What follows belongs to an exercise in optimizing a design on an open flow for small area and few clock cycles per item; a production flow would make more cautious choices. Function was checked by simulation only, so behaviour that the tests miss may differ from the original.

==> inputs of v32 <==
Design cordic_pipe, start of the top module:
module cordic_pipe #(
    parameter int unsigned DATA_WIDTH  = 16,
    parameter int unsigned ANGLE_WIDTH = 32,
    parameter int unsigned ITERATIONS  = 16,
    parameter int unsigned GUARD_BITS  = 2,
    parameter int unsigned TAG_WIDTH   = 8
) (
    input  logic                    i_clk,
    input  logic                    i_resetn,
    input  logic                    i_valid,
    output logic                    o_inReady,
    input  logic                    i_mode,
    input  logic [DATA_WIDTH-1:0]   i_xIn,
    input  logic [DATA_WIDTH-1:0]   i_yIn,
    input  logic [ANGLE_WIDTH-1:0]  i_angle,
    input  logic [TAG_WIDTH-1:0]    i_tag,
    output logic                    o_valid,
    input  logic                    i_outReady,
    output logic [DATA_WIDTH+1:0]   o_xOut,
    output logic [DATA_WIDTH+1:0]   o_yOut,
    output logic [ANGLE_WIDTH-1:0]  o_zOut,
    output logic [TAG_WIDTH-1:0]    o_tag,
    output logic                    o_mode
);
    localparam int W = 20;
    localparam int S = 16;
    function automatic logic [19:0] pa20_sk(input logic [19:0] a, input logic [19:0] b, input logic cin);
        logic [19:0] g, p, h;
        h = a ^ b;
        g = a & b;
        p = h;
        g[0] = g[0] | (p[0] & cin);
        g[1] = g[1] | (p[1] & g[0]); p[1] = p[1] & p[0];
        g[3] = g[3] | (p[3] & g[2]); p[3] = p[3] & p[2];
        g[5] = g[5] | (p[5] & g[4]); p[5] = p[5] & p[4];
        g[7] = g[7] | (p[7] & g[6]); p[7] = p[7] & p[6];
        g[9] = g[9] | (p[9] & g[8]); p[9] = p[9] & p[8];
        g[11] = g[11] | (p[11] & g[10]); p[11] = p[11] & p[10];
        g[13] = g[13] | (p[13] & g[12]); p[13] = p[13] & p[12];
        g[15] = g[15] | (p[15] & g[14]); p[15] = p[15] & p[14];
        g[17] = g[17] | (p[17] & g[16]); p[17] = p[17] & p[16];
        g[19] = g[19] | (p[19] & g[18]); p[19] = p[19] & p[18];
        g[2] = g[2] | (p[2] & g[1]); p[2] = p[2] & p[1];
        g[3] = g[3] | (p[3] & g[1]); p[3] = p[3] & p[1];
        g[6] = g[6] | (p[6] & g[5]); p[6] = p[6] & p[5];
        g[7] = g[7] | (p[7] & g[5]); p[7] = p[7] & p[5];
        g[10] = g[10] | (p[10] & g[9]); p[10] = p[10] & p[9];
        g[11] = g[11] | (p[11] & g[9]); p[11] = p[11] & p[9];
  ...
==> flow/config.mk <==
export PLATFORM = sky130hd
export DESIGN_NAME = cordic_pipe
export DESIGN_NICKNAME = cordic_pipe
export VERILOG_FILES = /design/flow/design.v
export SDC_FILE = /design/flow/constraint.sdc
export NUM_CORES = 4
export LEC_CHECK = 0
export CAP_MARGIN = 20
export CORE_MARGIN = 2
export CORE_UTILIZATION = 60
export CTS_BUF_LIST = sky130_fd_sc_hd__clkbuf_4 sky130_fd_sc_hd__clkbuf_8
export SLEW_MARGIN = 20
==> flow/constraint.sdc <==
create_clock -name core_clock -period 5.0 [get_ports {i_clk}]
set_input_delay 1.0000 -clock core_clock [delete_from_list [all_inputs] [get_ports {i_clk}]]
set_output_delay 1.0000 -clock core_clock [all_outputs]
set_load 0.01 [all_outputs]
run.sh (not shown) runs the stock make flow with config.mk's settings and CLKGATE_MAP_FILE= SYNTH_SCRIPT=/design/flow/synth_recipe.tcl, a recipe that flattens the netlist after the stock synthesis.
==> v25: changes against v32 <==
- CORE_UTILIZATION: 60 -> 40
- CTS_BUF_LIST: sky130_fd_sc_hd__clkbuf_4 sky130_fd_sc_hd__clkbuf_8 -> unset
==> comparison table <==
metric                                                                     v32           v25
Status                                        no timing/DRC/antenna violations  no timing/DRC/antenna violations
Min-Delay Startpoint                                                 t_q[4][1]    t_q[14][6]
Buffers excl. clock                                                        475           504
Via count                                                                54700         53300
Required time of the worst setup path                                  5790 ps       5690 ps
Total placed instance area                                        0.0917 sq mm  0.0930 sq mm
Area occupied by multi-input gates                                0.0438 sq mm  0.0439 sq mm
Violation count after the first detailed-route iteration                  2261          1762
Highest layer used for signal routing                                     met5          met4
Number of gates on the worst path with buffers counted                      24            25
Global-route wire length before repair                                  271 mm        268 mm
Via density per instance                                                  5.47          4.92
Crit path arrival time                                                 5530 ps       5470 ps
Antenna violations before repair                                             2             0
Register fraction of the total cell area                                 0.406         0.398
Final weighted congestion of routability-driven global placement         0.855         0.872
End of the worst register-to-register path                         z_q[16][31]    y_q[8][17]
Testbench counts of v32, summed over its fixed seeds: cycles 8,128, items 8,000.
Testbench counts of v25, summed over its fixed seeds: cycles 8,128, items 8,000.

## separate check: timing with driven ports
The results above use ideal ports. As a check the final layouts listed here were re-extracted and re-timed, cells and wires unchanged.
Step 1, drivers: a clkbuf_16 drives i_clk and a buf_2 each remaining input, both assumed.
Step 2 times the ports against the registers' clock, not the clock port: input delays grow and output delays shrink by t, the midpoint of the rising clock arrivals with the driver on.
Three values: ideal ports, drivers, drivers and shift; two values: the first two.
| run | shift t [ns] | setup WS [ns] | pins driven straight from the clock port |
|---|---|---|---|
| v32 | 0.995 | 0.266 / 0.317 / -0.678 | 1 |
| v25 | 0.883 | 0.218 / 0.281 / -0.602 | 1 |
Met with ideal ports but missed after step 2: setup timing in v32 and v25. The setup slack of v32, which loses most, moves by +0.051 ns with the drivers and by -0.944 ns with both steps.
